What follows belongs to an exercise in optimizing a design on an open flow for small area; a production flow would make more cautious choices. The RTL was checked by simulation tests, not by an equivalence proof against the original design. Power is estimated from default activity; no workload was simulated.

===== design/flow/design.v =====
package qls_pkg;
  localparam logic [2:0] ACT_ENABLE  = 3'd0;
  localparam logic [2:0] ACT_DISABLE = 3'd1;
  localparam logic [2:0] ACT_START   = 3'd2;
  localparam logic [2:0] ACT_STOP    = 3'd3;
  localparam logic [2:0] ACT_TICK    = 3'd4;
endpackage
module query_latency_size_stats_top #(
  parameter int STAT_WIDTH = 32
) (
  input  logic        clk,
  input  logic        rst_n,
  input  logic        in_valid,
  output logic        in_ready,
  input  logic [2:0]  in_action,
  input  logic [31:0] in_byte_count,
  output logic        out_valid,
  input  logic        out_ready,
  output logic        out_enabled,
  output logic [31:0] out_query_total,
  output logic [31:0] out_error_total,
  output logic [31:0] out_bytes_least,
  output logic [31:0] out_bytes_mean,
  output logic [31:0] out_bytes_most,
  output logic [31:0] out_millis_least,
  output logic [31:0] out_millis_mean,
  output logic [31:0] out_millis_most
);
  logic [31:0] el_r, ns_r, nf_r;
  logic [31:0] ml_r, mm_r, mh_r;
  logic [31:0] bl_r, bm_r, bh_r;
  logic [33:0] rm_r;
  logic        en_r, open_r, efull_r, clrp_r, ov_r;
  logic [4:0]  c_r;       
  logic [6:0]  p_r;       
  logic        s_r, lt_r, gt_r, nz_r;
  logic        carry_r, dly_r, rdly_r, ybit_r, qbit_r, rneg_r, acc_r;
  logic [5:0] sub;
  logic       trio, p_evt, p_a, p_b, p_div, p_f, p_n, p_lastdiv;
  assign trio      = p_r[6];
  assign sub       = p_r[5:0];
  assign p_evt     = !trio && (sub == 6'd0);
  assign p_a       = trio && (sub == 6'd0);
  assign p_b       = (sub == 6'd1);
  assign p_div     = (sub >= 6'd2) && (sub <= 6'd34);
  assign p_lastdiv = (sub == 6'd34);
  assign p_f       = (sub == 6'd35);
  assign p_n       = (sub == 6'd36);
  logic run, c0, clast, sh;
  assign run   = in_valid && !ov_r;
  assign c0    = (c_r == 5'd0);
  assign clast = (c_r == 5'd16);
  assign sh    = run && !clast;
  logic a_en, a_dis, a_start, a_stop, a_tick, bc_zero;
  logic clr, do_start, stop_ok, do_fail, do_fold, do_tick;
  assign a_en     = (in_action == qls_pkg::ACT_ENABLE);
  assign a_dis    = (in_action == qls_pkg::ACT_DISABLE);
  assign a_start  = (in_action == qls_pkg::ACT_START);
  assign a_stop   = (in_action == qls_pkg::ACT_STOP);
  assign a_tick   = (in_action == qls_pkg::ACT_TICK);
  assign bc_zero  = (in_byte_count == 32'd0);
  assign clr      = p_evt && (clrp_r || (a_en && !en_r));
  assign do_start = a_start && en_r;
  assign stop_ok  = a_stop && en_r && open_r;
  assign do_fail  = stop_ok && bc_zero;
  assign do_fold  = stop_ok && !bc_zero;
  assign do_tick  = a_tick && open_r && !efull_r;
  logic done;
  assign done = clast && ((p_evt && !do_fold) || p_n);
  logic [1:0] e, ns, nf, ml, mm, mh, bl, bm, bh, r, vb;
  assign e  = el_r[1:0];
  assign ns = ns_r[1:0];
  assign nf = nf_r[1:0];
  assign ml = ml_r[1:0];
  assign mm = mm_r[1:0];
  assign mh = mh_r[1:0];
  assign bl = bl_r[1:0];
  assign bm = bm_r[1:0];
  assign bh = bh_r[1:0];
  assign r  = rm_r[1:0];
  assign vb = in_byte_count[{c_r[3:0], 1'b0} +: 2];
  logic [1:0] v, lst, mn, mst;
  assign v   = trio ? vb : e;
  assign lst = trio ? bl : ml;
  assign mn  = trio ? bm : mm;
  assign mst = trio ? bh : mh;
  logic [1:0] add_a, add_b, sum, nd;
  logic       cin0, cin, c1, cout;
  assign nd = clast ? 2'b00 : ns;
  always_comb begin
    add_a = 2'b00;
    add_b = 2'b00;
    cin0  = 1'b1;
    if (p_b) begin
      add_a = s_r ? mn : v;
      add_b = ~(s_r ? v : mn);
    end else if (p_div) begin
      add_a = {r[0], c0 ? ybit_r : rdly_r};
      add_b = rneg_r ? nd : ~nd;
      cin0  = rneg_r;
    end else if (p_f) begin
      add_a = mn;
      add_b = e ^ {2{s_r}};
      cin0  = qbit_r ^ s_r;
    end else if (p_n) begin
      add_a = ns;
    end else begin
      add_a = a_tick ? e : nf;
    end
  end
  assign cin     = c0 ? cin0 : carry_r;
  assign {c1, sum[0]}   = add_a[0] + add_b[0] + cin;
  assign {cout, sum[1]} = add_a[1] + add_b[1] + c1;
  function automatic logic dlt(input logic [1:0] x, input logic [1:0] y, input logic prev);
    dlt = (x < y) | ((x == y) & prev);
  endfunction
  logic cmp_pass;
  assign cmp_pass = p_evt || p_a;
  logic [1:0] e_in, ns_in, nf_in, ml_in, mm_in, mh_in, bl_in, bm_in, bh_in;
  logic [1:0] shx, shz;
  logic       wl, wh;
  assign wl  = !nz_r || lt_r;
  assign wh  = gt_r;
  assign shx = p_b ? sum : e;
  assign shz = p_b ? !s_r : qbit_r;
  always_comb begin
    e_in = e;
    if (p_b || p_div) begin
      e_in = {shx[0], c0 ? shz[0] : dly_r};
    end else if (p_evt) begin
      if (do_start)     e_in = 2'b00;
      else if (do_tick) e_in = sum;
    end
    ns_in = clr ? 2'b00 : (p_n ? sum : ns);
    nf_in = clr ? 2'b00 : ((p_evt && do_fail) ? sum : nf);
    ml_in = clr ? 2'b00 : ((p_b && !trio && wl) ? v : ml);
    mh_in = clr ? 2'b00 : ((p_b && !trio && wh) ? v : mh);
    mm_in = clr ? 2'b00 : ((p_f && !trio) ? sum : mm);
    bl_in = clr ? 2'b00 : ((p_b && trio && wl) ? v : bl);
    bh_in = clr ? 2'b00 : ((p_b && trio && wh) ? v : bh);
    bm_in = clr ? 2'b00 : ((p_f && trio) ? sum : bm);
  end
  always_ff @(posedge clk) begin
    if (sh) begin
      el_r <= {e_in,  el_r[31:2]};
      ns_r <= {ns_in, ns_r[31:2]};
      nf_r <= {nf_in, nf_r[31:2]};
      ml_r <= {ml_in, ml_r[31:2]};
      mm_r <= {mm_in, mm_r[31:2]};
      mh_r <= {mh_in, mh_r[31:2]};
      bl_r <= {bl_in, bl_r[31:2]};
      bm_r <= {bm_in, bm_r[31:2]};
      bh_r <= {bh_in, bh_r[31:2]};
    end
    rm_r    <= {(p_div ? sum : 2'b00), rm_r[33:2]};
    carry_r <= cout;
    rdly_r  <= r[1];
    if (sh) begin
      dly_r <= shx[1];
      if (c_r == 5'd15) ybit_r <= shx[1];
      if (cmp_pass) begin
        s_r  <= dlt(v,   mn, c0 ? 1'b0 : s_r);
        lt_r <= dlt(v,  lst, c0 ? 1'b0 : lt_r);
        gt_r <= dlt(mst,  v, c0 ? 1'b0 : gt_r);
        nz_r <= (|lst) || (!c0 && nz_r);
      end
      acc_r <= (&sum) && (c0 || acc_r);
    end
    if (run) begin
      if (p_div) acc_r <= (|sum) || (!c0 && acc_r);
      if (clast) begin
        rneg_r <= p_div && sum[1];
        qbit_r <= !sum[1] && (!p_lastdiv || acc_r || (|sum));
      end
    end
  end
  always_ff @(posedge clk) begin
    if (!rst_n) begin
      en_r   <= 1'b0;
      open_r <= 1'b0;
      clrp_r <= 1'b1;
      ov_r   <= 1'b0;
      c_r    <= '0;
      p_r    <= '0;
    end else begin
      if (ov_r && out_ready) ov_r <= 1'b0;
      if (run) begin
        c_r <= clast ? 5'd0 : c_r + 5'd1;
        if (clast) begin
          if (done) begin
            p_r  <= '0;
            ov_r <= 1'b1;
          end else if (p_r == 7'd35) begin
            p_r <= 7'd64;
          end else begin
            p_r <= p_r + 7'd1;
          end
          if (p_evt) begin
            clrp_r <= 1'b0;
            if (a_en)  en_r <= 1'b1;
            if (a_dis) en_r <= 1'b0;
            if (do_start) begin
              open_r  <= 1'b1;
              efull_r <= 1'b0;
            end
            if (stop_ok) open_r <= 1'b0;
            if (do_tick) efull_r <= acc_r;
          end
        end
      end
    end
  end
  assign in_ready         = !ov_r && done;
  assign out_valid        = ov_r;
  assign out_enabled      = en_r;
  assign out_query_total  = ns_r;
  assign out_error_total  = nf_r;
  assign out_bytes_least  = bl_r;
  assign out_bytes_mean   = bm_r;
  assign out_bytes_most   = bh_r;
  assign out_millis_least = ml_r;
  assign out_millis_mean  = mm_r;
  assign out_millis_most  = mh_r;
endmodule

===== design/flow/run.sh =====
#!/bin/bash
# synth_recipe.tcl (not shown) runs the flow's synth.tcl, then flattens the netlist and writes it again
# the make line also repeats each setting of config.mk as NAME=value (left out here)
make -C /OpenROAD-flow-scripts/flow DESIGN_CONFIG=/design/flow/config.mk WORK_HOME=/design/flow/orfs CLKGATE_MAP_FILE= SYNTH_SCRIPT=/design/flow/synth_recipe.tcl finish

===== design/flow/config.mk =====
export PLATFORM = sky130hd
export DESIGN_NAME = query_latency_size_stats_top
export DESIGN_NICKNAME = query_latency_size_stats_top
export VERILOG_FILES = /design/flow/design.v
export SDC_FILE = /design/flow/constraint.sdc
export NUM_CORES = 4
export LEC_CHECK = 0
export CAP_MARGIN = 20
export CORE_MARGIN = 2
export CORE_UTILIZATION = 40
export SLEW_MARGIN = 20

===== design/flow/constraint.sdc =====
create_clock -name core_clock -period 10.0 [get_ports {clk}]
set_input_delay 2.0000 -clock core_clock [delete_from_list [all_inputs] [get_ports {clk}]]
set_output_delay 2.0000 -clock core_clock [all_outputs]
set_load 0.01 [all_outputs]

==> results of run 1 <==
worst max path at each step:
stage	from	to	slack (ns)	cells past startpoint
after floorplan	in_valid	gt_r	2.71	3
after CTS	in_byte_count[25]	in_ready	3.74	7
after global placement	in_byte_count[18]	in_ready	3.75	7
after global routing	in_byte_count[25]	in_ready	3.55	7
after detailed placement	in_byte_count[25]	in_ready	3.76	7
final	in_byte_count[26]	in_ready	3.78	7
state kept, by name, indices dropped and copies added (netlist names), 5 cells and up:
register / flops
rm_r: 34
bh_r: 32
bl_r: 32
bm_r: 32
el_r: 32
mh_r: 32
ml_r: 32
mm_r: 32
nf_r: 32
ns_r: 32
p_r: 7
c_r: 5
final cells by class:
class | count | share of cell area [%]
clock buffer | 47 | 5.79
sequential | 350 | 60.0
inverter | 10 | 0.226
tap | 390 | 2.93
clock inverter | 16 | 0.752
multi-input combinational | 274 | 12.1
timing repair buffer | 303 | 18.2
kinds of logic after synthesis:
family / Yosys count / share of synthesized area (%)
and+or+nand+nor: 150 / 6.38
AOI/OAI and AO/OA: 62 / 3.43
DFF: 350 / 82.4
xor gates and xnor gates: 8 / 0.579
muxes: 39 / 4.41
buffers and inverters: 32 / 1.12
adders and majority gates: 15 / 1.67
stage by stage:
stage | util [%] | instances | hold WS [ns] | instance area (um2)
2_1_floorplan | - | 656 | 0.310 | 12100
3_3_place_gp | 52.3 | 1327 | 0.312 | 15500
3_5_place_dp | 52.3 | 1327 | 0.312 | 15500
4_1_cts | 56.0 | 1390 | 0.319 | 16600
5_1_grt | 56.0 | 1390 | 0.328 | 16600
6_report | 56.0 | 1390 | 0.321 | 16600
report_power, final:
group          total, mW  leakage [nW]  internal [mW]  switching [mW]
combinational      0.236          1.99          0.126           0.110
clock               1.24         0.535          0.709           0.527
sequential          1.71          3.35           1.67          0.0419
total               3.18          5.87           2.50           0.679
layer usage:
layer / vias to the layer above / global-route usage (%) / share of wire, %
li1: 3179 / - / -
met1: 3345 / 22.2 / 43
met2: 301 / 24.3 / 43
met3: 50 / 7.54 / 11
met4: 0 / 5.16 / 2.1
met5: - / 0 / 0
critical path, cell delays in order:
cell and delay [ns]:
clkdlybuf4s50_1 0.43, nor4_1 0.29, nand4_1 0.22, o211ai_1 0.41, nand2_1 0.17, nor2_1 0.13
clkdlybuf4s50_1 0.59
cell usage in the layout (no fill, tap or decap), types with 5 or more instances in the layout:
cell / n
nand3_1: 13
nor2_1: 37
clkinv_2: 7
mux4_1: 7
clkinv_1: 5
a21oi_1: 9
o21ai_0: 16
edfxtp_1: 297
nor4_1: 11
and2_1: 6
clkdlybuf4s50_1: 297
nor2b_1: 9
ha_1: 13
mux2i_1: 26
inv_1: 10
nor3_1: 11
buf_4: 5
xor2_1: 5
dfxtp_1: 53
nand4_1: 6
nand2_1: 37
nand2b_1: 5
clkbuf_1: 10
clkbuf_16: 37
==> notes.md, run 1 <==
Via count: 6875
Tmin final: 6.22 ns
Syn_nets: 710
Core area: 29700 um2
Max Slew Vio Count: 0
Port Buf Inserts: 297
Power Density: 191 nW/um2
Final worst path period share: 62.2%
Most common cell in the netlist: edfxtp_1
Hold-critical path depth: 0
GPL Wtd Cong: 0.838
DIE WIDTH: 178 um
H-tree depth: 2
Hold_buf cts: 0
Max-cap viol count: 0
Reg area: 9980 um2
Clk root buf: clkbuf_16
Starting Density: 40.7%
Pwr Total: 3.18 mW
Post-route ant nets: 0
Die H: 178 um
WHS Endpoint: rm_r[14]
Post-detail-place hpwl: 17800 um
Finish-stage setup viols: 0
Ranking of synthesized cells by area: edfxtp_1 74%, dfxtp_1 8.8%, mux2i_1 2.1%
Clock Pin Slew Worst Setup and Hold Paths: 0.06 ns
Synth cell types: 52
Vias per Instance: 4.95
Initial DRC Count: 449
Post-synth ARST share: 0%
Post-CTS resize count: 0
Fraction of layout cells with a size suffix above 1: 6.70%
Sink Count: 350
Num CTS Buffers: 37
R2r startpoint: c_r[1]
Antenna violations before repair: 0
Final Hold Fails: 0
1st-pass router iterations: 5
Reg-to-reg endpoint: el_r[31]
First-pass GRT wire length: 40100 um
Setup CP Type: in2out
CP arrival: 4.22 ns
Setup Skew: 0.0198 ns
Number of global-route vias before repair: 6954
Total track usage: 16.6%
Worst-Skew Late Latency: 0.52 ns
Rel. slew slack: 33.2%
Seq/Total Area, Yosys: 82.4%
Setup TNS: 0 ns
R2R Setup Slk: 5.89 ns
IO Pins: 298
Post-layout net count: 1030
Area Growth Syn to Fin: 37.4%
DRC: 0
Diodes inserted: 0
Die area: 31700 um2
CP Capture Type: output pin
Post-Synthesis Cells: 656
Post-synth top area share: 73.7%
Cell taking the most area after synthesis: edfxtp_1
Hold_sp: rm_r[16]
Filler cell count in the final layout: 2345
WP data required: 8.00 ns
Post-Route WL: 26600 um
Post-synth EDFFs: 297
Worst Path Max Fanout: 4
WL per Instance: 19.2 um
Synth Warn #: 1
Syn_area_per_cell: 18.5 um2
Max Root-Sink Buffers: 3
Pin count of the biggest net entering global routing: 180
Max frequency: 161 MHz
Row count: 63
CTS tree: done
Post-synth top cells: 297 x edfxtp_1, 53 x dfxtp_1, 38 x nor2_1
Main synth FF type: edfxtp_1
RSZ-0062 raised after global routing: false
Tightest Pin Transition: 1.00 ns
HP Class: reg2reg
VDD IR max: 0.141 mV
CP startpoint kind: primary input
Leak pwr: 5.87 nW
Area of the multi-input gates: 2010 um2
Syn Std Cell Area: 12100 um2
Worst Setup Slack, final: 3.78 ns
Post-CTS setup repair buffer count: 0
Status: no timing/DRC/antenna violations
Cells on worst reg2reg path: 10
Total congestion overflow: 0
Dpl ws: 3.76 ns
Seq cells post-synth: 350
==> inputs of run 2 (changes only) <==
==> design/flow/flow/run.sh (new file) <==
#!/bin/bash
# Standard ORFS layout, with the smallest buffer on the ports and a clock tree
# of smaller clock buffers without dummy loads. Full make output goes to
# flow.log in the work folder; ORFS's own step logs stay under orfs/logs.
set -euo pipefail
export BUFFER_PORTS_ARGS="-buffer_cell sky130_fd_sc_hd__buf_1"
export CTS_ARGS="-sink_clustering_enable -repair_clock_nets -buf_list sky130_fd_sc_hd__clkbuf_4 -dont_use_dummy_load"
bash standard.sh finish > flow.log 2>&1
==> design/flow/standard.sh (new file) <==
#!/bin/bash
# synth_recipe.tcl (not shown) runs the flow's synth.tcl, then flattens the netlist and writes it again
# the make line also repeats each setting of config.mk as NAME=value (left out here)
make -C /OpenROAD-flow-scripts/flow DESIGN_CONFIG=/design/flow/config.mk WORK_HOME=/design/flow/orfs CLKGATE_MAP_FILE= SYNTH_SCRIPT=/design/flow/synth_recipe.tcl "${@:-finish}"
removed: design/flow/run.sh
==> run 2 against run 1 <==
Net effect:
- still clean
- maximum frequency rose by 11%
- register-to-register slack about the same
- global-route usage decreased by 0.34 points
- synthesized cell count unchanged
- sequential power is essentially flat
- clock power is 28% lower
- setup slack gained 0.62 ns
- combinational power shrank 35%
- clock skew is 0.069 ns higher
- critical endpoint unchanged
- largest power group unchanged
- highest routed layer unchanged
==> notes.md, run 2 <==
VDD IR max: 0.107 mV
Setup TNS: 0 ns
1st-pass router iterations: 7
Post-Route WL: 26200 um
WL per Instance: 18.4 um
Max reg flops: 34
Final worst path period share: 56.1%
CTS tree: done
WP data required: 8.00 ns
Most common cell in the netlist: edfxtp_1
Core area: 29700 um2
Final Hold Fails: 0
Syn_area_per_cell: 18.5 um2
Row count: 63
Leading cell types in the layout, fill and taps excluded: 297 x edfxtp_1, 297 x buf_1, 91 x clkbuf_4
Cell taking the most area after synthesis: edfxtp_1
Finish-stage setup viols: 0
CP Capture Type: output pin
Post-layout net count: 1084
Top reg by flops: rm_r
Post-CTS setup repair buffer count: 0
Total congestion overflow: 0
Rel. slew slack: 28.9%
Max Slew Vio Count: 0
Tightest Pin Transition: 1.07 ns
Post-synth top cells: 297 x edfxtp_1, 53 x dfxtp_1, 38 x nor2_1
Post-synth ARST share: 0%
Tmin final: 5.61 ns
Total track usage: 16.3%
Via count: 7126
DRC: 0
Starting Density: 40.7%
DIE WIDTH: 178 um
RSZ-0062 raised after global routing: false
Syn Std Cell Area: 12100 um2
Worst-Skew Late Latency: 0.71 ns
Power Density: 192 nW/um2
Main synth FF type: edfxtp_1
HP Class: reg2reg
Hold_buf cts: 0
Vias per Instance: 5.02
Pin count of the biggest net entering global routing: 87
Post-detail-place hpwl: 17200 um
Area Growth Syn to Fin: 18.6%
Clock Pin Slew Worst Setup and Hold Paths: 0.06 ns
Syn_nets: 710
Clk root buf: clkbuf_4
Seq/Total Area, Yosys: 82.4%
Leak pwr: 4.94 nW
Sink Count: 350
Num CTS Buffers: 91
Synth cell types: 52
IO Pins: 298
Post-CTS resize count: 0
Antenna violations before repair: 1
Max frequency: 178 MHz
Ranking of synthesized cells by area: edfxtp_1 74%, dfxtp_1 8.8%, mux2i_1 2.1%
CP startpoint kind: primary input
Post-route ant nets: 0
Die area: 31700 um2
CP arrival: 3.61 ns
Setup Skew: 0.0886 ns
Setup CP Type: in2out
Fraction of layout cells with a size suffix above 1: 10.7%
Status: no timing/DRC/antenna violations
H-tree depth: 3
Die H: 178 um
Initial DRC Count: 384
Final hold slack: 0.317 ns
Max Root-Sink Buffers: 3
Worst Path Max Fanout: 4
Number of global-route vias before repair: 7133
First-pass GRT wire length: 39200 um
Post-Synthesis Cells: 656
Port Buf Inserts: 297
Seq cells post-synth: 350
Max-cap viol count: 0
GPL Wtd Cong: 0.843
Post-synth EDFFs: 297
Synth Warn #: 1
Post-synth top area share: 73.7%
## run 2: cell counts after synthesis
Identical to the previous run, type by type.
## run 2: path summary, 6_finish.rpt
kind	endpoint	cells after the start	slack [ns]	startpoint
min	rm_r[9]	0	0.32	rm_r[11]
max	in_ready	7	4.39	in_byte_count[26]
max reg2reg	el_r[31]	10	5.89	c_r[1]
min reg2reg	rm_r[9]	0	0.32	rm_r[11]
## run 2: critical path, cell delays in order
cell and delay [ns]:
buf_1 0.09, nor4_1 0.29, nand4_1 0.22, o211ai_1 0.47, nand2_1 0.20, nor2_1 0.12, buf_1 0.21
## run 2: routing by layer
metal,GRT usage [%],vias to the layer above,wire (um)
li1,-,3275,-
met1,21.5,3442,11400
met2,23.2,353,11400
met3,6.95,56,2710
met4,7.38,0,666
met5,0,-,0
## run 2: cells by family after synthesis
group | count (synthesis) | synth area share (%)
flip-flops | 350 | 82.4
AND/OR/NAND/NOR | 150 | 6.38
AO/OA/AOI/OAI | 62 | 3.43
multiplexers | 39 | 4.41
buffers and inverters | 32 | 1.12
adder cells (fa/ha/maj) | 15 | 1.67
XOR/XNOR | 8 | 0.579
## run 2: final cells by class
class	count	area (um2)
fillers	2629	15400
flip-flops and latches	350	9980
multi-input cells	274	2010
repair buffers	303	1160
clock buffers	91	683
well taps	390	488
inverters	10	37.5
diodes	1	2.50
## run 2: power by group
| group | internal, mW | total, mW | switching [mW] |
|---|---|---|---|
| Clock | 0.412 | 0.896 | 0.485 |
| Combinational | 0.0482 | 0.154 | 0.106 |
| Sequential | 1.67 | 1.71 | 0.0429 |
| Total | 2.13 | 2.76 | 0.634 |
## run 2: per-stage QoR
step	power, mW	instances	util [%]	instance area [um2]	setup WS [ns]
after floorplan	1.82	656	-	12100	2.71
after global placement	1.89	1327	46.0	13700	4.47
after detailed placement	1.90	1327	46.0	13700	4.41
after CTS	2.81	1418	48.3	14400	4.41
after global routing	2.90	1419	48.3	14400	4.28
final	2.76	1419	48.3	14400	4.39
==> inputs of run 3 (changes only) <==
--- a/design/flow/design.v
+++ b/design/flow/design.v
@@ -27,9 +27,10 @@
   output logic [31:0] out_millis_most
 );
-  logic [31:0] el_r, ns_r, nf_r;
+  logic [33:0] el_r;      
+  logic [31:0] ns_r, nf_r;
   logic [31:0] ml_r, mm_r, mh_r;
   logic [31:0] bl_r, bm_r, bh_r;
   logic [33:0] rm_r;
-  logic        en_r, open_r, efull_r, clrp_r, ov_r;
+  logic        en_r, open_r, efull_r, clrp_r, ov_r, busy_r;
   logic [4:0]  c_r;       
   logic [6:0]  p_r;       
@@ -47,8 +48,9 @@
   assign p_f       = (sub == 6'd35);
   assign p_n       = (sub == 6'd36);
-  logic run, c0, clast, sh;
-  assign run   = in_valid && !ov_r;
-  assign c0    = (c_r == 5'd0);
-  assign clast = (c_r == 5'd16);
+  logic run, c0, c15, clast, sh;
+  assign run   = busy_r;
+  assign clast = c_r[4];
+  assign c0    = !c_r[4] && (c_r[3:0] == 4'd0);
+  assign c15   = (c_r[3:0] == 4'd15);
   assign sh    = run && !clast;
   logic a_en, a_dis, a_start, a_stop, a_tick, bc_zero;
@@ -67,5 +69,5 @@
   assign do_tick  = a_tick && open_r && !efull_r;
   logic done;
-  assign done = clast && ((p_evt && !do_fold) || p_n);
+  assign done = run && clast && ((p_evt && !do_fold) || p_n);
   logic [1:0] e, ns, nf, ml, mm, mh, bl, bm, bh, r, vb;
   assign e  = el_r[1:0];
@@ -128,5 +130,5 @@
     if (p_b || p_div) begin
       e_in = {shx[0], c0 ? shz[0] : dly_r};
-    end else if (p_evt) begin
+    end else if (run && p_evt) begin
       if (do_start)     e_in = 2'b00;
       else if (do_tick) e_in = sum;
@@ -142,6 +144,6 @@
   end
   always_ff @(posedge clk) begin
+    el_r <= {e_in, el_r[33:2]};
     if (sh) begin
-      el_r <= {e_in,  el_r[31:2]};
       ns_r <= {ns_in, ns_r[31:2]};
       nf_r <= {nf_in, nf_r[31:2]};
@@ -158,5 +160,5 @@
     if (sh) begin
       dly_r <= shx[1];
-      if (c_r == 5'd15) ybit_r <= shx[1];
+      if (c15) ybit_r <= shx[1];
       if (cmp_pass) begin
         s_r  <= dlt(v,   mn, c0 ? 1'b0 : s_r);
@@ -182,9 +184,13 @@
       ov_r   <= 1'b0;
       c_r    <= '0;
+      busy_r <= 1'b0;
       p_r    <= '0;
     end else begin
       if (ov_r && out_ready) ov_r <= 1'b0;
-      if (run) begin
-        c_r <= clast ? 5'd0 : c_r + 5'd1;
+      c_r <= clast ? 5'd0 : c_r + 5'd1;
+      if (!run) begin
+        if (clast && in_valid && !ov_r) busy_r <= 1'b1;
+      end else begin
+        busy_r <= !done;
         if (clast) begin
           if (done) begin
@@ -211,5 +217,5 @@
     end
   end
-  assign in_ready         = !ov_r && done;
+  assign in_ready         = busy_r && done;
   assign out_valid        = ov_r;
   assign out_enabled      = en_r;
==> design/flow/flow/run.sh (replaced) <==
#!/bin/bash
# Standard ORFS layout, with the smallest buffer on the ports and a clock tree
# of clkbuf_8 leaf clusters without dummy loads. Full make output goes to
# flow.log in the work folder; ORFS's own step logs stay under orfs/logs.
set -euo pipefail
export BUFFER_PORTS_ARGS="-buffer_cell sky130_fd_sc_hd__buf_1"
export CTS_ARGS="-sink_clustering_enable -repair_clock_nets -buf_list sky130_fd_sc_hd__clkbuf_8 -dont_use_dummy_load -sink_clustering_size 16 -sink_clustering_max_diameter 80"
bash standard.sh finish > flow.log 2>&1
--- a/design/flow/config.mk
+++ b/design/flow/config.mk
@@ -8,4 +8,4 @@
 export CAP_MARGIN = 20
 export CORE_MARGIN = 2
-export CORE_UTILIZATION = 40
+export CORE_UTILIZATION = 70
 export SLEW_MARGIN = 20
==> run 3 against run 2 <==
Net effect:
- still clean
- combinational power is 72% lower
- sequential power is 9% lower
- cell count down 17%
- global-route usage increased by 11 points
- highest routed layer unchanged
==> notes.md, run 3 <==
Status: no timing/DRC/antenna violations
CTS tree: done
Vias per Instance: 5.86
Setup TNS: 0 ns
Post-CTS setup repair buffer count: 0
1st-pass router iterations: 6
Max Root-Sink Buffers: 3
Commonest non-fill, non-tap cell in the layout: buf_1
Power Density: 166 nW/um2
Post-Route WL: 25100 um
Max Slew Vio Count: 0
Max-cap viol count: 0
Post-CTS resize count: 0
Cell taking the most area after synthesis: edfxtp_1
Most common cell in the netlist: edfxtp_1
Clock Pin Slew Worst Setup and Hold Paths: 0.10 ns
R2R Setup Slk: 6.12 ns
WHS Endpoint: rm_r[4]
WL per Instance: 21.3 um
Final worst path period share: 56.0%
CP startpoint kind: primary input
H-tree depth: 1
Total track usage: 27.4%
Finish-stage setup viols: 0
Number of global-route vias before repair: 6762
Fraction of layout cells with a size suffix above 1: 5.83%
Num CTS Buffers: 26
Post-Synthesis Cells: 656
GR Layer Usage met1: 36.2%
Initial DRC Count: 573
Global route hottest layer: met2
Met3 GRT Util: 6.05%
Port Buf Inserts: 297
Main synth FF type: edfxtp_1
Cells on worst reg2reg path: 10
Post-synth top area share: 67.2%
Rel. slew slack: 28.0%
Pin count of the biggest net entering global routing: 170
DIE WIDTH: 134 um
Post-route ant nets: 0
Post-detail-place hpwl: 17600 um
Tightest Pin Transition: 1.08 ns
Global-route track usage on met2: 46.5%
Post-synth top cells: 265 x edfxtp_1, 88 x dfxtp_1, 31 x nor2_1
Post-synth EDFFs: 265
Syn Std Cell Area: 11800 um2
Hold_buf cts: 0
Hold_sp: rm_r[6]
Synth Warn #: 1
Die H: 134 um
First-pass GRT wire length: 37500 um
Hold-critical path depth: 0
Sink Count: 353
Area Growth Syn to Fin: 14.2%
Filler cell count in the final layout: 883
Setup Skew: 0.0508 ns
IO Pins: 298
Critical path, cell by cell: buf_1 > nor4_1 > and4_1 > a21o_1 > a21o_1 > and2_1 > buf_1
Ranking of synthesized cells by area: edfxtp_1 67%, dfxtp_1 15%, mux2i_1 1.7%
DRC: 0
CP Capture Type: output pin
Antenna violations before repair: 0
Starting Density: 71.4%
Leading cell types in the layout, fill and taps excluded: 297 x buf_1, 265 x edfxtp_1, 88 x dfxtp_1
Die area: 18000 um2
Core area: 16600 um2
Syn_area_per_cell: 18.1 um2
HP Class: reg2reg
Worst-Skew Late Latency: 0.56 ns
Clk root buf: clkbuf_8
Total congestion overflow: 0
Max frequency: 179 MHz
Leak pwr: 4.42 nW
Syn_nets: 709
GPL Wtd Cong: 0.852
RSZ-0062 raised after global routing: false
Reg-to-reg endpoint: acc_r
Dpl ws: 4.42 ns
Synth cell types: 68
CP arrival: 3.60 ns
Worst Path Max Fanout: 7
Tmin final: 5.60 ns
Setup CP Type: in2out
Critical-path cell with the highest stage delay: and4_1
Row count: 47
WP data required: 8.00 ns
Seq/Total Area, Yosys: 82.0%
Final Hold Fails: 0
Post-synth ARST share: 0%
Worst Setup Slack, final: 4.40 ns
Largest regs: el_r: 34 flops, rm_r: 34 flops
Diodes inserted: 0
CP peak stage delay: 0.34 ns
Seq cells post-synth: 353
Via count: 6921
Post-layout net count: 1016
VDD IR max: 0.153 mV
R2r startpoint: c_r[0]
==> run 3: cell types whose count changed in the layout (fill, tap and decap cells not counted), sizes merged, moves of 7 or more <==
cell | previous run | this run
nand2 | 37 | 26
edfxtp | 297 | 265
nand3 | 13 | 20
clkbuf | 91 | 26
dfxtp | 53 | 88
==> run 3: power by group <==
part	leakage, nW	switching, mW	internal [mW]
Combinational	1.14	0.0238	0.0196
Clock	0.187	0.407	0.233
Sequential	3.10	0.00446	1.55
==> run 3: worst max-delay path, delay by kind of cell <==
kind            cells  cell delay (ns)
compound gates      2             0.47
buf+inv             2             0.29
simple gates        3             0.84
==> run 3: logic make-up after synthesis <==
group / count (synthesis) / share of synthesized area [%]
AND/OR/NAND/NOR: 144 / 6.61
adder cells (fa/ha/maj): 14 / 1.61
buffers and inverters: 35 / 1.32
XOR/XNOR: 8 / 0.591
multiplexers: 32 / 3.59
AO/OA/AOI/OAI: 70 / 4.24
flip-flops: 353 / 82.0
==> run 3: final cells by class <==
class                      count  area (um2)  area share [%]
inverter                      15        68.8           0.509
multi-input combinational    268        1980            14.6
tap                          220         275            2.03
sequential                   353        9720            71.8
clock buffer                  26         358            2.65
timing repair buffer         299        1130            8.35
==> run 3: through the flow <==
step                instance area, um2  hold WS [ns]  std cells  utilization, %  total power, mW
finish                           13500         0.308       1181            81.6             2.24
global route                     13500         0.317       1181            81.6             2.30
CTS                              13500         0.303       1181            81.5             2.25
global placement                 13200         0.311       1155            79.4             1.63
detailed placement               13200         0.312       1155            79.4             1.63
floorplan                        11800         0.310        656               -             1.62
==> run 3: metal layers <==
| metal | share of wire, % | wire length [um] | up-vias |
|---|---|---|---|
| met5 | 0 | 0 | - |
| met4 | 2.7 | 675 | 0 |
| met3 | 8.7 | 2190 | 60 |
| met2 | 50 | 12500 | 368 |
| met1 | 39 | 9750 | 3415 |
| li1 | - | - | 3078 |
==> run 3: worst max-delay path by stage <==
stage                            from       end  slack (ns)  depth (start not counted)
detailed placement   in_byte_count[6]  in_ready        4.42                          7
floorplan                      c_r[4]      gt_r        3.40                          4
global route        in_byte_count[17]  in_ready        4.30                          7
global placement    in_byte_count[23]  in_ready        4.52                          7
finish               in_byte_count[6]  in_ready        4.40                          7
CTS                  in_byte_count[6]  in_ready        4.40                          7
==> inputs of run 4 (changes only) <==
--- a/design/flow/design.v
+++ b/design/flow/design.v
@@ -36,5 +36,5 @@
   logic [6:0]  p_r;       
   logic        s_r, lt_r, gt_r, nz_r;
-  logic        carry_r, dly_r, rdly_r, ybit_r, qbit_r, rneg_r, acc_r;
+  logic        carry_r, dly_r, rdly_r, rneg_r, acc_r;
   logic [5:0] sub;
   logic       trio, p_evt, p_a, p_b, p_div, p_f, p_n, p_lastdiv;
@@ -87,5 +87,5 @@
   assign mn  = trio ? bm : mm;
   assign mst = trio ? bh : mh;
-  logic [1:0] add_a, add_b, sum, nd;
+  logic [1:0] add_a, add_b, raw, sum, nd;
   logic       cin0, cin, c1, cout;
   assign nd = clast ? 2'b00 : ns;
@@ -95,14 +95,15 @@
     cin0  = 1'b1;
     if (p_b) begin
-      add_a = s_r ? mn : v;
-      add_b = ~(s_r ? v : mn);
+      add_a = v;
+      add_b = ~mn;
+      cin0  = !s_r;
     end else if (p_div) begin
-      add_a = {r[0], c0 ? ybit_r : rdly_r};
+      add_a = {r[0], c0 ? el_r[32] : rdly_r};
       add_b = rneg_r ? nd : ~nd;
       cin0  = rneg_r;
     end else if (p_f) begin
-      add_a = mn;
-      add_b = e ^ {2{s_r}};
-      cin0  = qbit_r ^ s_r;
+      add_a = e;
+      add_b = mn ^ {2{s_r}};
+      cin0  = dly_r;
     end else if (p_n) begin
       add_a = ns;
@@ -112,6 +113,7 @@
   end
   assign cin     = c0 ? cin0 : carry_r;
-  assign {c1, sum[0]}   = add_a[0] + add_b[0] + cin;
-  assign {cout, sum[1]} = add_a[1] + add_b[1] + c1;
+  assign {c1, raw[0]}   = add_a[0] + add_b[0] + cin;
+  assign {cout, raw[1]} = add_a[1] + add_b[1] + c1;
+  assign sum = raw ^ {2{s_r && (p_b || p_f)}};
   function automatic logic dlt(input logic [1:0] x, input logic [1:0] y, input logic prev);
     dlt = (x < y) | ((x == y) & prev);
@@ -120,14 +122,15 @@
   assign cmp_pass = p_evt || p_a;
   logic [1:0] e_in, ns_in, nf_in, ml_in, mm_in, mh_in, bl_in, bm_in, bh_in;
-  logic [1:0] shx, shz;
+  logic [1:0] shx;
+  logic       qbit;
   logic       wl, wh;
   assign wl  = !nz_r || lt_r;
   assign wh  = gt_r;
   assign shx = p_b ? sum : e;
-  assign shz = p_b ? !s_r : qbit_r;
+  assign qbit = !sum[1] && (!p_lastdiv || acc_r || (|sum));
   always_comb begin
     e_in = e;
     if (p_b || p_div) begin
-      e_in = {shx[0], c0 ? shz[0] : dly_r};
+      e_in = {shx[0], (c0 && p_b) ? !s_r : dly_r};
     end else if (run && p_evt) begin
       if (do_start)     e_in = 2'b00;
@@ -160,5 +163,4 @@
     if (sh) begin
       dly_r <= shx[1];
-      if (c15) ybit_r <= shx[1];
       if (cmp_pass) begin
         s_r  <= dlt(v,   mn, c0 ? 1'b0 : s_r);
@@ -173,5 +175,5 @@
       if (clast) begin
         rneg_r <= p_div && sum[1];
-        qbit_r <= !sum[1] && (!p_lastdiv || acc_r || (|sum));
+        dly_r  <= qbit;
       end
     end
==> design/flow/flow/run.sh (replaced) <==
#!/bin/bash
# Standard ORFS layout, with the smallest buffer on the ports and a clock tree
# of clkbuf_16 leaf clusters without dummy loads. Full make output goes to
# flow.log in the work folder; ORFS's own step logs stay under orfs/logs.
set -euo pipefail
export BUFFER_PORTS_ARGS="-buffer_cell sky130_fd_sc_hd__buf_1"
export CTS_ARGS="-sink_clustering_enable -repair_clock_nets -buf_list sky130_fd_sc_hd__clkbuf_16 -dont_use_dummy_load -sink_clustering_size 24 -sink_clustering_max_diameter 80"
bash standard.sh finish > flow.log 2>&1
==> run 4 against run 3 <==
Net effect:
- non-clock buffer count increased by 4
- clock-buffer cell count down 8
- setup slack improved by 0.052 ns
==> notes.md, run 4 <==
Sink Count: 351
Post-CTS setup repair buffer count: 0
Seq cells post-synth: 351
Die H: 133 um
Setup TNS: 0 ns
Syn_area_per_cell: 18.5 um2
Initial DRC Count: 621
Pwr Total: 2.33 mW
Rel. slew slack: 42.4%
Status: no timing/DRC/antenna violations
Main synth FF type: edfxtp_1
Worst-Skew Late Latency: 0.53 ns
Core area: 16500 um2
Num CTS Buffers: 18
Pin count of the biggest net entering global routing: 72
Total congestion overflow: 0
GPL Wtd Cong: 0.878
WP buf/inv: 2
Most used cell along the critical path: buf_1
Max Slew Vio Count: 0
1st-pass router iterations: 5
Setup Skew: 0.0761 ns
Filler cell count in the final layout: 821
Post-synth EDFFs: 262
Row count: 47
Max Root-Sink Buffers: 3
CTS tree: done
Setup CP Type: in2out
Fraction of layout cells with a size suffix above 1: 5.02%
Diodes inserted: 0
Leak pwr: 4.43 nW
Finished Layout Cells: 1157
Port Buf Inserts: 297
Post-detail-place hpwl: 17700 um
Post-Route WL: 26500 um
Max-cap viol count: 0
Post-synth ARST share: 0%
DRC: 0
Core Util, Final: 82.2%
Final hold slack: 0.284 ns
Finish-stage setup viols: 0
Synth cell types: 68
Final worst path period share: 55.5%
Clk root buf: clkbuf_16
Post-route ant nets: 0
Tightest Pin Transition: 0.864 ns
Commonest non-fill, non-tap cell in the layout: buf_1
Number of global-route vias before repair: 6803
Antenna violations before repair: 0
Dpl ws: 4.43 ns
HP Class: reg2reg
Final Hold Fails: 0
CP peak stage delay: 0.44 ns
Critical path, cell by cell: buf_1 > nor4_1 > nand4_1 > o211ai_1 > and3_1 > buf_1
Synth Warn #: 1
Tmin final: 5.55 ns
Post-Synthesis Cells: 634
Final Cell Area: 13500 um2
Vias per Instance: 5.94
VDD IR max: 0.177 mV
Starting Density: 71.3%
Post-CTS resize count: 0
Critical-path cell with the highest stage delay: o211ai_1
IO Pins: 298
Hold_buf cts: 0
Post-synth top cells: 262 x edfxtp_1, 89 x dfxtp_1, 36 x nor2_1
Syn_nets: 687
Seq/Total Area, Yosys: 82.2%
CP Capture Type: output pin
WP data required: 8.00 ns
H-tree depth: 1
CP arrival: 3.55 ns
Most common cell in the netlist: edfxtp_1
Post-layout net count: 992
Worst Setup Slack, final: 4.45 ns
Cell taking the most area after synthesis: edfxtp_1
Placed insts: 1139
First-pass GRT wire length: 39300 um
Worst Path Max Fanout: 6
WL per Instance: 22.9 um
Die area: 17800 um2
Largest regs: el_r: 34 flops, rm_r: 34 flops
Power Density: 172 nW/um2
CP startpoint kind: primary input
DIE WIDTH: 133 um
Max frequency: 180 MHz
Total track usage: 29.3%
Post-synth top area share: 67.0%
Top delay family on crit path: simple AND/OR/NAND/NOR gates
Ranking of synthesized cells by area: edfxtp_1 67%, dfxtp_1 15%, mux4_1 1.3%
Syn Std Cell Area: 11700 um2
Area Growth Syn to Fin: 15.3%
RSZ-0062 raised after global routing: false
DP Area: 13100 um2
Leading cell types in the layout, fill and taps excluded: 297 x buf_1, 262 x edfxtp_1, 89 x dfxtp_1
Via count: 6873
Clock Pin Slew Worst Setup and Hold Paths: 0.10 ns
## run 4: layer usage
layer	routed length (um)	vias up	global-route usage [%]	part of all wire (%)
met5	0	-	0	0
met2	13600	402	50.3	51
met1	9870	3390	37.5	37
met3	2390	46	7.80	9.0
li1	-	3035	-	-
met4	658	0	8.39	2.5
## run 4: kinds of logic after synthesis
family,count (synthesis),share of synthesized area (%)
simple gates,121,5.89
compound gates,73,4.34
fa+ha+maj,14,1.62
xor+xnor,8,0.757
mux,31,3.77
flops,351,82.2
buf+inv,36,1.42
## run 4: power breakdown
group	internal [mW]	switching (mW)	total, mW
clock	0.323	0.408	0.730
sequential	1.55	0.00635	1.56
combinational	0.0203	0.0232	0.0434
total	1.89	0.437	2.33
## run 4: layout make-up
type                            instances  area (um2)  area share, %
Sequential cell                       351        9650           71.3
Inverter                               18        67.6          0.499
Timing Repair Buffer                  303        1160           8.57
Multi-Input combinational cell        247        1940           14.3
Tap cell                              220         275           2.03
Clock buffer                           18         450           3.33
## run 4: worst reg2reg max path, cell delays in order (launching register included)
cell,delay [ns]
dfxtp_1,0.72
nand4_1,0.59
a21oi_1,0.36
o221a_2,0.24
o22ai_1,0.10
fa_1,0.43
inv_1,0.09
fa_1,0.52
xor2_4,0.36
o22ai_1,0.15
a221o_1,0.35
## run 4: worst paths after layout
check / start / to / slack [ns] / depth (start not counted)
worst max-delay path: in_byte_count[2] / in_ready / 4.45 / 6
worst min-delay path: el_r[3] / el_r[1] / 0.28 / 0
worst max register to register: p_r[5] / acc_r / 5.98 / 10
worst min register to register: el_r[3] / el_r[1] / 0.28 / 0
==> inputs of run 5 (changes only) <==
--- a/design/flow/design.v
+++ b/design/flow/design.v
@@ -34,18 +34,23 @@
   logic        en_r, open_r, efull_r, clrp_r, ov_r, busy_r;
   logic [4:0]  c_r;       
-  logic [6:0]  p_r;       
+  logic [5:0]  sub_r;     
+  logic        trio_r;    
   logic        s_r, lt_r, gt_r, nz_r;
   logic        carry_r, dly_r, rdly_r, rneg_r, acc_r;
-  logic [5:0] sub;
-  logic       trio, p_evt, p_a, p_b, p_div, p_f, p_n, p_lastdiv;
-  assign trio      = p_r[6];
-  assign sub       = p_r[5:0];
-  assign p_evt     = !trio && (sub == 6'd0);
-  assign p_a       = trio && (sub == 6'd0);
-  assign p_b       = (sub == 6'd1);
-  assign p_div     = (sub >= 6'd2) && (sub <= 6'd34);
-  assign p_lastdiv = (sub == 6'd34);
-  assign p_f       = (sub == 6'd35);
-  assign p_n       = (sub == 6'd36);
+  localparam logic [5:0] ST_EVT  = 6'b000001;
+  localparam logic [5:0] ST_B    = 6'b000010;
+  localparam logic [5:0] ST_LAST = 6'b100101;
+  localparam logic [5:0] ST_F    = 6'b001011;
+  localparam logic [5:0] ST_N    = 6'b010110;
+  logic       trio, p_first, p_evt, p_a, p_b, p_div, p_f, p_n, p_lastdiv;
+  assign trio      = trio_r;
+  assign p_first   = (sub_r == ST_EVT);
+  assign p_evt     = !trio && p_first;
+  assign p_a       = trio && p_first;
+  assign p_b       = (sub_r == ST_B);
+  assign p_lastdiv = (sub_r == ST_LAST);
+  assign p_f       = (sub_r == ST_F);
+  assign p_n       = (sub_r == ST_N);
+  assign p_div     = !(p_first || p_b || p_f || p_n);
   logic run, c0, c15, clast, sh;
   assign run   = busy_r;
@@ -187,5 +192,6 @@
       c_r    <= '0;
       busy_r <= 1'b0;
-      p_r    <= '0;
+      sub_r  <= ST_EVT;
+      trio_r <= 1'b0;
     end else begin
       if (ov_r && out_ready) ov_r <= 1'b0;
@@ -197,10 +203,12 @@
         if (clast) begin
           if (done) begin
-            p_r  <= '0;
-            ov_r <= 1'b1;
-          end else if (p_r == 7'd35) begin
-            p_r <= 7'd64;
+            sub_r  <= ST_EVT;
+            trio_r <= 1'b0;
+            ov_r   <= 1'b1;
+          end else if (p_f && !trio) begin
+            sub_r  <= ST_EVT;
+            trio_r <= 1'b1;
           end else begin
-            p_r <= p_r + 7'd1;
+            sub_r <= {sub_r[4:0], sub_r[5] ^ sub_r[4]};
           end
           if (p_evt) begin
==> run 5 against run 4 <==
Net effect:
- still clean
- worst hold slack improved by 0.024 ns
- synthesized area down 1.7%
- global-route usage down 0.77 points
- largest cell class unchanged
- highest routed layer unchanged
==> notes.md, run 5 <==
Die H: 132 um
Die area: 17500 um2
DP Area: 12900 um2
RSZ-0062 raised after global routing: false
Pwr Total: 2.32 mW
Clock Pin Slew Worst Setup and Hold Paths: 0.09 ns
Fraction of layout cells with a size suffix above 1: 4.95%
Power Density: 174 nW/um2
Ranking of synthesized cells by area: edfxtp_1 68%, dfxtp_1 15%, mux4_2 1.8%
CP Capture Type: output pin
Seq/Total Area, Yosys: 83.6%
Logic pwr share: 1.8%
Post-synth EDFFs: 262
Worst-Skew Late Latency: 0.52 ns
Syn_area_per_cell: 18.5 um2
Rel. slew slack: 21.9%
Tmin final: 5.62 ns
GPL Wtd Cong: 0.914
Commonest non-fill, non-tap cell in the layout: buf_1
Most common cell in the netlist: edfxtp_1
Number of global-route vias before repair: 6628
Status: no timing/DRC/antenna violations
Main synth FF type: edfxtp_1
Synth cell types: 55
IO Pins: 298
Post-Synthesis Cells: 625
Max frequency: 178 MHz
Placed insts: 1127
Final worst path period share: 56.2%
Leading cell types in the layout, fill and taps excluded: 297 x buf_1, 262 x edfxtp_1, 89 x dfxtp_1
Post-synth top area share: 68.1%
Sw Share: 18.6%
Post-CTS resize count: 0
Vias per Instance: 5.86
Total congestion overflow: 0
Max-cap viol count: 0
DIE WIDTH: 132 um
DRC: 0
Via count: 6712
Core area: 16000 um2
HP Class: reg2reg
Seq cells post-synth: 351
Sink Count: 351
Post-synth ARST share: 0%
Final Hold Fails: 0
Port Buf Inserts: 297
Setup Skew: 0.0425 ns
Dpl ws: 4.33 ns
Worst Path Max Fanout: 4
Initial DRC Count: 560
Post-CTS setup repair buffer count: 0
Post-Route WL: 25500 um
Internal power: 1.89 mW
VDD IR max: 0.130 mV
Finished Layout Cells: 1145
Clk root buf: clkbuf_16
Syn_nets: 677
Setup CP Type: in2out
WP data required: 8.00 ns
Starting Density: 72.2%
Clock network fraction of total power: 31.4%
Tightest Pin Transition: 1.16 ns
Pin count of the biggest net entering global routing: 79
Largest regs: el_r: 34 flops, rm_r: 34 flops
Sequential power share: 66.8%
Final Cell Area: 13300 um2
Row count: 46
Hold_buf cts: 0
Post-synth top cells: 262 x edfxtp_1, 89 x dfxtp_1, 33 x nor2_1
Post-layout net count: 983
Max Slew Vio Count: 0
Total track usage: 28.5%
Switch Pwr: 0.430 mW
Num CTS Buffers: 18
Antenna violations before repair: 0
Leak pwr: 4.33 nW
CP startpoint kind: primary input
Finish-stage setup viols: 0
WL per Instance: 22.2 um
Syn Std Cell Area: 11500 um2
Synth Warn #: 1
CTS tree: done
Diodes inserted: 0
Max Root-Sink Buffers: 3
Post-detail-place hpwl: 17100 um
1st-pass router iterations: 5
Cell taking the most area after synthesis: edfxtp_1
First-pass GRT wire length: 38400 um
H-tree depth: 1
Worst Setup Slack, final: 4.38 ns
CP arrival: 3.62 ns
Post-route ant nets: 0
Setup TNS: 0 ns
Area Growth Syn to Fin: 15.6%
[run 5: cell count changes after synthesis, moves of 4 or more]
cell	change
mux2_2	-5
mux4_1	-6
mux4_2	+7
nand2_1	+13
nor3_1	+9
o31ai_1	-4
[run 5: cell families after synthesis]
logic type | count (synthesis) | share of synthesized area, %
AO/OA/AOI/OAI | 61 | 3.67
XOR/XNOR | 10 | 0.759
adder cells (fa/ha/maj) | 13 | 1.54
buffers and inverters | 35 | 1.35
flip-flops | 351 | 83.6
multiplexers | 25 | 3.18
AND/OR/NAND/NOR | 130 | 5.92
[run 5: metrics by stage]
stage	utilization [%]	hold slack (ns)
2_1_floorplan	-	0.310
3_3_place_gp	80.6	0.311
3_5_place_dp	80.6	0.312
4_1_cts	83.4	0.308
5_1_grt	83.4	0.324
6_report	83.4	0.307
[run 5: final timing paths]
check                         start        to  slack, ns  depth (start not counted)
setup / recovery  in_byte_count[17]  in_ready       4.38                          6
hold / removal             el_r[21]  el_r[19]       0.31                          0
setup reg to reg           sub_r[4]     acc_r       5.35                         13
hold reg to reg            el_r[21]  el_r[19]       0.31                          0
[run 5: cell type report]
type                            count  area (um2)
Sequential cell                   351        9650
Fill cell                         780        2660
Multi-Input combinational cell    239        1750
Timing Repair Buffer              302        1150
Clock buffer                       18         450
Tap cell                          216         270
Inverter                           19        71.3
[run 5: power by group through the flow]
stage | clock [mW] | sequential (mW) | combinational, mW
final | 0.727 | 1.55 | 0.0416
after global routing | 0.781 | 1.55 | 0.0447
after CTS | 0.733 | 1.55 | 0.0408
after detailed placement | 0 | 1.58 | 0.0404
after global placement | 0 | 1.58 | 0.0393
after floorplan | 0 | 1.58 | 0.0281
[run 5: critical path, stage by stage]
cell	delay, ns
buf_1	0.08
nor4_1	0.32
nand4_1	0.21
or4_4	0.59
a21oi_2	0.23
buf_1	0.18
[run 5: layer usage]
layer / GRT usage [%] / wire, um / part of all wire (%)
met5: 0 / 0 / 0
met4: 6.21 / 506 / 2.0
met3: 5.36 / 2190 / 8.6
met2: 48.8 / 12800 / 50
met1: 39.2 / 9920 / 39
==> inputs of run 6 (changes only) <==
==> design/flow/flow/run.sh (replaced) <==
#!/bin/bash
# Standard ORFS layout, with the smallest buffer on the ports and a clock tree
# of clkbuf_8 leaf clusters without dummy loads. Full make output goes to
# flow.log in the work folder; ORFS's own step logs stay under orfs/logs.
set -euo pipefail
export BUFFER_PORTS_ARGS="-buffer_cell sky130_fd_sc_hd__buf_1"
export CTS_ARGS="-sink_clustering_enable -repair_clock_nets -buf_list sky130_fd_sc_hd__clkbuf_8 -dont_use_dummy_load -sink_clustering_size 16 -sink_clustering_max_diameter 80"
bash standard.sh finish > flow.log 2>&1
--- a/design/flow/config.mk
+++ b/design/flow/config.mk
@@ -8,4 +8,4 @@
 export CAP_MARGIN = 20
 export CORE_MARGIN = 2
-export CORE_UTILIZATION = 70
+export CORE_UTILIZATION = 78
 export SLEW_MARGIN = 20
==> run 6 against run 5 <==
Net effect:
- routed wire length increased by 9.9%
- combinational power increased by 9.4%
- clock skew fell by 0.021 ns
- utilization grew 7.7 points
- worst hold slack improved by 0.020 ns
- via count up 9.0%
- sequential cell count is the same
- critical endpoint unchanged
- die area shrank 10%
- largest cell class unchanged
- setup slack got worse by 0.20 ns
- total power shrank 4.1%
- largest power group unchanged
- sequential power hardly changed
- final area down 1.1%
==> notes.md, run 6 <==
Status: no timing/DRC/antenna violations
Hold_sp: el_r[28]
DIE WIDTH: 126 um
Core Util, Final: 91.1%
Leak pwr: 4.28 nW
Die H: 126 um
First-pass GRT wire length: 41300 um
CTS tree: done
Total track usage: 34.8%
Port Buf Inserts: 297
Via count: 7315
Finish-stage setup viols: 0
Leading cell types in the layout, fill and taps excluded: 297 x buf_1, 262 x edfxtp_1, 89 x dfxtp_1
HP Class: reg2reg
Starting Density: 79.7%
Main synth FF type: edfxtp_1
Tmin final: 5.83 ns
Reg-to-reg endpoint: acc_r
Largest regs: el_r: 34 flops, rm_r: 34 flops
Worst Setup SP: in_byte_count[19]
Placed insts: 1092
Syn Std Cell Area: 11500 um2
GPL Wtd Cong: 1.08
Die area: 15800 um2
Cells on worst reg2reg path: 13
Final hold slack: 0.327 ns
Diodes inserted: 0
Antenna violations before repair: 0
Rel. slew slack: 27.1%
WHS Endpoint: el_r[26]
Power Density: 168 nW/um2
Pin count of the biggest net entering global routing: 194
Row count: 44
Max-cap viol count: 0
CP peak stage delay: 0.61 ns
Number of global-route vias before repair: 7155
Seq cells post-synth: 351
Num CTS Buffers: 25
Cell taking the most area after synthesis: edfxtp_1
Fraction of layout cells with a size suffix above 1: 5.47%
Mux cell area share after synthesis: 3.18%
IO Pins: 298
Most common cell in the netlist: edfxtp_1
Post-synth top cells: 262 x edfxtp_1, 89 x dfxtp_1, 33 x nor2_1
Synth cell types: 55
Ranking of synthesized cells by area: edfxtp_1 68%, dfxtp_1 15%, mux4_2 1.8%
Most used cell along the critical path: buf_1
Final worst path period share: 58.3%
Tightest Pin Transition: 1.08 ns
WL per Instance: 25.0 um
Post-synth top area share: 68.1%
CP arrival: 3.83 ns
CP Capture Type: output pin
Max Slew Vio Count: 0
H-tree depth: 1
R2R Setup Slk: 5.20 ns
Post-Synthesis Cells: 625
VDD IR max: 0.148 mV
Worst Path Max Fanout: 4
DRC: 0
Setup CP Type: in2out
Final Hold Fails: 0
Post-CTS setup repair buffer count: 0
Sink Count: 351
Hold-critical path depth: 0
Synth Area in XOR/XNOR: 0.759%
Initial DRC Count: 1025
Post-layout net count: 987
WP data required: 8.00 ns
Clock Pin Slew Worst Setup and Hold Paths: 0.09 ns
1st-pass router iterations: 9
Post-route ant nets: 0
Syn_area_per_cell: 18.5 um2
Pwr Total: 2.22 mW
Setup TNS: 0 ns
Max Root-Sink Buffers: 3
Post-synthesis compound-gate area fraction: 3.67%
Post-detail-place hpwl: 18500 um
Commonest non-fill, non-tap cell in the layout: buf_1
DP Area: 12800 um2
Post-synth EDFFs: 262
Post-synth ARST share: 0%
RSZ-0062 raised after global routing: false
Largest family of logic cells by synthesized area: simple AND/OR/NAND/NOR gates
Post-CTS resize count: 0
Critical path, cell by cell: buf_1 > nor4_1 > nand4_1 > or4_4 > a21oi_2 > buf_1
Area Growth Syn to Fin: 14.3%
CP startpoint kind: primary input
Vias per Instance: 6.55
Post-Synth Simple-Gate Area: 5.92%
Dpl ws: 4.26 ns
R2r startpoint: sub_r[4]
Worst Setup Slack, final: 4.17 ns
Worst-Skew Late Latency: 0.56 ns
Synth Warn #: 1
Finished Layout Cells: 1117
Setup Skew: 0.0217 ns
Max frequency: 172 MHz
Clk root buf: clkbuf_8
Post-Route WL: 28000 um
Core area: 14500 um2
Total congestion overflow: 0
Final Cell Area: 13200 um2
Filler cell count in the final layout: 474
Seq/Total Area, Yosys: 83.6%
Hold_buf cts: 0
Syn_nets: 677
Adder-cell area share of the yosys netlist: 1.54%
Critical-path cell with the highest stage delay: or4_4
-- run 6: power breakdown --
group	internal (mW)	switching, mW	leakage (nW)
sequential	1.54	0.00453	3.07
combinational	0.0191	0.0264	1.02
clock	0.225	0.403	0.180
total	1.79	0.434	4.28
-- run 6: critical path, delay by kind of cell --
| kind | cells | cell delay [ns] |
|---|---|---|
| and+or+nand+nor | 3 | 1.26 |
| buffers and inverters | 2 | 0.33 |
| AOI/OAI and AO/OA | 1 | 0.24 |
-- run 6: cells by family (layout without fill, tap and decap cells) --
kind of cell / after synthesis / count (layout)
flops: 351 / 351
simple gates: 130 / 130
compound gates: 61 / 61
buf+inv: 35 / 343
mux: 25 / 25
fa+ha+maj: 13 / 13
xor+xnor: 10 / 10
-- run 6: how the worst max path moves through the flow --
| stage | endpoint | slack (ns) |
|---|---|---|
| 2_1_floorplan | bh_r[0] | 2.28 |
| 3_3_place_gp | in_ready | 4.46 |
| 3_5_place_dp | acc_r | 4.26 |
| 4_1_cts | in_ready | 4.26 |
| 5_1_grt | in_ready | 4.13 |
| 6_report | in_ready | 4.17 |
-- run 6: layout make-up --
type	instances	area, um2	area share, %
inverters	19	71.3	0.541
flip-flops and latches	351	9650	73.1
clock buffers	25	344	2.61
repair buffers	299	1140	8.66
well taps	184	230	1.75
multi-input cells	239	1760	13.3
-- run 6: per-layer routing --
| layer | vias up | wire length [um] | track usage [%] | part of all wire [%] |
|---|---|---|---|---|
| li1 | 2964 | - | - | - |
| met1 | 3532 | 9400 | 44.2 | 34 |
| met2 | 672 | 13900 | 58.2 | 50 |
| met3 | 147 | 3180 | 7.99 | 11 |
| met4 | 0 | 1470 | 16.2 | 5.3 |
| met5 | - | 0 | 0 | 0 |

what the ideal ports hide:
How much do the figures lean on ideal ports? The routed layouts below were timed once more, with nothing changed but the port constraints.
Step 1 (the two cells are an assumption about what drives the block):
set clk [get_ports {clk}]
set_driving_cell -lib_cell sky130_fd_sc_hd__clkbuf_16 $clk
set_driving_cell -lib_cell sky130_fd_sc_hd__buf_2 [delete_from_list [all_inputs] $clk]
Step 2, shift: input delay + t, output delay - t, t = (earliest + latest rising clock arrival at the registers) / 2. This alone moves slack from input paths to output paths.
Three values: ideal ports, drivers, drivers and shift; two values: the first two.
run	shift t [ns]	slack for setup (ns)	worst data-port slew with drivers (ns)
run 1	0.559	3.779 / 3.744 / 3.744	0.06
run 2	0.724	4.394 / 4.359 / 4.359	0.06
run 3	0.586	4.400 / 4.379 / 4.379	0.05
run 4	0.541	4.452 / 4.419 / 4.419	0.04
run 5	0.528	4.376 / 4.352 / 4.275	0.05
run 6	0.591	4.172 / 4.145 / 4.145	0.06
After both steps every run listed still meets setup and hold. The setup slack of run 5, which loses most, moves by -0.024 ns with the drivers and by -0.101 ns with both steps.
